What follows belongs to an exercise in optimizing a design on an open flow for a short achievable clock period and few clock cycles per item; a production flow would make more cautious choices.
Function was checked by simulation only, so behaviour that the tests miss may differ from the original.

==> job 8522: inputs <==
// cpu_top
module cpu_top (
    input  logic                   clk,
    input  logic                   rst_n,
    input  logic                   inst_vld,
    input  logic                   inst_last,
    input  cpu_isa_pkg::op_t       inst_op,
    input  cpu_isa_pkg::inst_id_t  inst_id,
    input  cpu_isa_pkg::reg_id_t   inst_dst_reg,
    input  cpu_isa_pkg::reg_id_t   inst_src_reg0,
    input  cpu_isa_pkg::reg_id_t   inst_src_reg1,
    input  cpu_isa_pkg::imm_t      inst_imm,
    output logic                   fetch_vld,
    output cpu_isa_pkg::pc_t       fetch_pc,
    output cpu_isa_pkg::inst_id_t  fetch_id,
    output logic                   inst_rdy,
    output logic                   write_mem_vld,
    output cpu_isa_pkg::inst_id_t  write_mem_id,
    output cpu_isa_pkg::data_t     write_mem_addr,
    output cpu_isa_pkg::data_t     write_mem_data,
    output logic                   exec_finish
);
export LEC_CHECK = 0
export CAP_MARGIN = 20
export CORE_MARGIN = 2
export CORE_UTILIZATION = 40
export SETUP_SLACK_MARGIN = 3.3
export SLEW_MARGIN = 20
export SYNTH_HIERARCHICAL = 1
export SYNTH_MINIMUM_KEEP_SIZE = 0
create_clock -name core_clock -period 6.0 [get_ports {clk}]
run.sh (not shown) runs the stock make flow with config.mk's settings and CLKGATE_MAP_FILE= SYNTH_SCRIPT=/design/flow/synth_recipe.tcl, a recipe that flattens the netlist after the stock synthesis.
==> job 8213: changes against job 8522 <==
--- a/flow/design.v
+++ b/flow/design.v
@@ -796,32 +796,12 @@
         if (addi)                                byp1 = cpu_isa_pkg::data_t'(imm);
         else if (alu_wb_vld && alu_wb_reg == s1) byp1 = alu_wb_data;
         else if (mul_wb_vld && mul_wb_reg == s1) byp1 = mul_wb_data;
         else                                     byp1 = rd_data1;
     end
 endmodule
-module fetch_ctr (
-    input  logic             clk,
-    input  logic             rst_n,
-    input  logic             fetch_en,
-    input  logic             inst_last,
-    output logic             fetched_q,
-    output logic             fetch,
-    output cpu_isa_pkg::pc_t pc
-);
-    assign fetch = fetch_en && !(fetched_q && inst_last);
-    always_ff @(posedge clk or negedge rst_n) begin
-        if (!rst_n) begin
-            fetched_q <= 1'b0;
-            pc        <= '0;
-        end else begin
-            fetched_q <= fetch;
-            if (fetch) pc <= pc + 1'b1;
-        end
-    end
-endmodule
 module issue_ctrl (
     input  logic                   clk,
     input  logic                   rst_n,
     input  logic                   inst_vld,
     input  logic                   inst_last,
     input  cpu_isa_pkg::op_t       inst_op,
@@ -865,12 +845,13 @@
     output cpu_isa_pkg::data_t     ex_a_mul,
     output cpu_isa_pkg::data_t     ex_b_mul,
     output cpu_isa_pkg::data_t     ex_a_st,
     output cpu_isa_pkg::data_t     ex_b_st
 );
     typedef struct packed {
+        logic                  last;
         logic                  st;
         logic                  mul;
         logic                  addi;
         logic [3:0]            fn;      
         cpu_isa_pkg::inst_id_t id;
         cpu_isa_pkg::reg_id_t  dst;
@@ -881,18 +862,19 @@
         logic [15:0]           oh1;
     } qent_t;
     qent_t       in_ent;
     qent_t       q0, q1, q2, q3;
     qent_t       d0, d1;             
     logic        v0, v1, v2, v3;     
-    logic        fetch_en, fetch_off;
+    logic        fetch_en;
     logic        last_seen;
     cpu_isa_pkg::pc_t pc_q;
     logic        arrive;
     logic        arrive_last;
     always_comb begin
+        in_ent.last = inst_last;
         in_ent.st   = (inst_op == cpu_isa_pkg::OP_ST);
         in_ent.mul  = (inst_op == cpu_isa_pkg::OP_MUL);
         in_ent.addi = (inst_op == cpu_isa_pkg::OP_ADD_IMM);
         in_ent.fn[0] = (inst_op == cpu_isa_pkg::OP_ADD_IMM) || (inst_op == cpu_isa_pkg::OP_ADD);
         in_ent.fn[1] = (inst_op == cpu_isa_pkg::OP_SHL);
         in_ent.fn[2] = (inst_op == cpu_isa_pkg::OP_SHR);
@@ -905,24 +887,14 @@
         in_ent.oh0  = 16'b1 << inst_src_reg0;
         in_ent.oh1  = 16'b1 << inst_src_reg1;
     end
     assign inst_rdy    = 1'b1;
     assign arrive      = inst_vld;
     assign arrive_last = inst_vld && inst_last;
-    logic fetched_q, fetch_int;
-    assign fetch_en    = !fetch_off;
-    assign fetch_vld   = !fetch_off && !(fetched_q && inst_last);
-    fetch_ctr u_fetch (
-        .clk       (clk),
-        .rst_n     (rst_n),
-        .fetch_en  (fetch_en),
-        .inst_last (inst_last),
-        .fetched_q (fetched_q),
-        .fetch     (fetch_int),
-        .pc        (pc_q)
-    );
+    logic fetched_q;
+    assign fetch_vld   = fetch_en && !(fetched_q && inst_last);
     assign fetch_pc    = pc_q;
     assign fetch_id    = pc_q;
     cpu_isa_pkg::data_t c0_byp0, c0_byp1, c1_byp0, c1_byp1;
     logic c0_fa_alu, c0_fb_alu, c0_fa_mul, c0_fb_mul, c0_stall;
     logic c1_fa_alu, c1_fb_alu, c1_fa_mul, c1_fb_mul, c1_stall;
     assign rd_sel0 = d0.oh0;
@@ -959,19 +931,19 @@
     assign c1_stall = st1_q;
     function automatic logic may_pass(input qent_t o, input qent_t y);
         logic raw, war, waw;
         raw = !o.st && reads(o.dst, y);
         war = !y.st && reads(y.dst, o);
         waw = !o.st && !y.st && (o.dst == y.dst);
-        may_pass = !raw && !war && !waw && !(o.st && y.st);
+        may_pass = !raw && !war && !waw && !(o.st && y.st) && !y.last;
     endfunction
     logic indep, indep_n;
     logic pop0, pop1, issue;
     logic hoist;
     assign hoist = c0_stall || (d1.mul && !d0.mul);
-    assign pop1  = v0 && hoist && v1 && !c1_stall && indep && !(last_seen && !v2);
+    assign pop1  = v0 && hoist && v1 && !c1_stall && indep;
     assign pop0  = v0 && !c0_stall && !pop1;
     assign issue = pop0 || pop1;
     qent_t              ie;
     cpu_isa_pkg::data_t i_byp0, i_byp1;
     logic               i_fa_alu, i_fb_alu, i_fa_mul, i_fb_mul;
     always_comb begin
@@ -1042,13 +1014,13 @@
             ex_last    <= 1'b0;
         end else begin
             ex_int_vld <= issue && !ie.mul;
             ex_mul_vld <= issue && ie.mul;
             ex_st      <= issue && ie.st;
             ex_wr      <= issue && !ie.st;
-            ex_last    <= pop0 && last_seen && !v1;
+            ex_last    <= issue && ie.last;
         end
     end
     assign exec_finish = fin_q;
     fwd_mux #(16) u_fa_add (.op(opa_add), .s_alu(sa_add_alu), .s_mul(sa_add_mul), .v_alu(alu_wb_data), .v_mul(mul_wb_data), .y(ex_a_add));
     fwd_mux #(16) u_fb_add (.op(opb_add), .s_alu(sb_add_alu), .s_mul(sb_add_mul), .v_alu(alu_wb_data), .v_mul(mul_wb_data), .y(ex_b_add));
     fwd_mux #(16) u_fa_sh  (.op(opa_sh),  .s_alu(sa_sh_alu),  .s_mul(sa_sh_mul),  .v_alu(alu_wb_data), .v_mul(mul_wb_data), .y(ex_a_sh));
@@ -1107,22 +1079,26 @@
     always_ff @(posedge clk or negedge rst_n) begin
         if (!rst_n) begin
             v0          <= 1'b0;
             v1          <= 1'b0;
             v2          <= 1'b0;
             v3          <= 1'b0;
-            fetch_off   <= 1'b0;
+            fetch_en    <= 1'b1;
+            fetched_q   <= 1'b0;
             last_seen   <= 1'b0;
+            pc_q        <= '0;
             fin_q       <= 1'b0;
         end else begin
             v0        <= v0_n;
             v1        <= v1_n;
             v2        <= v2_n;
             v3        <= v3_n;
+            fetched_q <= fetch_vld;
             last_seen <= last_seen || arrive_last;
-            fetch_off <= !(!last_seen && !arrive_last && (!v2_n || (!v3_n && !fetch_int)));
+            fetch_en  <= !last_seen && !arrive_last && (!v2_n || (!v3_n && !fetch_vld));
+            if (fetch_vld) pc_q <= pc_q + 1'b1;
             if (ex_last) fin_q <= 1'b1;
         end
     end
 endmodule
 `timescale 1ns/1ps
 module cpu_top (
==> job 8473: changes against job 8522 <==
SETUP_SLACK_MARGIN = 3.5   (was 3.3)
==> qor summary <==
Final setup skew: job 8213 47.6 ps; job 8522 126 ps; job 8473 80.3 ps
FF-to-FF setup slack: job 8213 3200 ps; job 8522 3130 ps; job 8473 3250 ps
Sink count of the clock tree: job 8213 979; job 8522 973; job 8473 973
Buffers plus inverters on the worst setup path: job 8213 0; job 8522 2; job 8473 3
Layout cell share with drive strength beyond 1: job 8213 16.6%; job 8522 17.5%; job 8473 20.8%
Via density: job 8213 6.97; job 8522 7.00; job 8473 6.97
First-pass iteration count of the detailed router: job 8213 14; job 8522 15; job 8473 12
Total Routed Length: job 8213 255000 um; job 8522 260000 um; job 8473 264000 um
Required time of the critical path: job 8213 6640 ps; job 8522 6600 ps; job 8473 6620 ps
Yosys warns: job 8213 12; job 8522 13; job 8473 13
Via count: job 8213 54000; job 8522 53900; job 8473 54300
Average wire per cell in the routed design: job 8213 32.9 um; job 8522 33.8 um; job 8473 33.9 um
Combined flip-flop and latch cell area: job 8213 24300 um2; job 8522 24100 um2; job 8473 24100 um2
Met2 usage in global routing: job 8213 47.7%; job 8522 48.4%; job 8473 50.3%
Outcome: job 8213 no timing/DRC/antenna violations; job 8522 no timing/DRC/antenna violations; job 8473 no timing/DRC/antenna violations
Area of the multi-input gates: job 8213 29900 um2; job 8522 30000 um2; job 8473 30500 um2
Final Cycle Share: job 8213 46.6%; job 8522 47.9%; job 8473 45.8%
Number of flip-flops and latches: job 8213 979; job 8522 973; job 8473 973
Testbench counts of job 8522, summed over its fixed seeds: cycles 23,301, insts 22,445.
Testbench counts of job 8213, summed over its fixed seeds: cycles 23,301, insts 22,445.
Testbench counts of job 8473, summed over its fixed seeds: cycles 23,301, insts 22,445.

[port drivers added, routing unchanged]
In the flow no input, the clock included, has a driving cell. The finished layouts below were timed again as built, in two steps. Step 1 sets driving cells, clkbuf_16 on the clock port and buf_2 on the other inputs (assumed; they add their load-dependent delay and slew). Step 2 times the ports against the registers' clock, not the clock port: input delays grow and output delays shrink by t, the midpoint of the rising clock arrivals with the driver on. Slacks: no drivers / after step 1 / after step 2; pairs: no drivers / after step 1.
run	shift t [ns]	setup WS [ns]	worst setup path after step 2	clock arrival spread, ns	worst register clock-pin slew, ns
job 8522	0.842	3.125 / 3.125 / 2.571	input to register	0.130 / 0.130	0.07 / 0.07
job 8213	0.795	3.204 / 3.165 / 2.546	input to register	0.048 / 0.048	0.07 / 0.07
job 8473	0.825	3.253 / 3.210 / 2.676	input to register	0.092 / 0.092	0.07 / 0.07
After both steps setup and hold are still met in every run listed. For job 8213, which loses most, drivers alone change the setup slack by -0.039 ns; drivers and shift together by -0.658 ns.
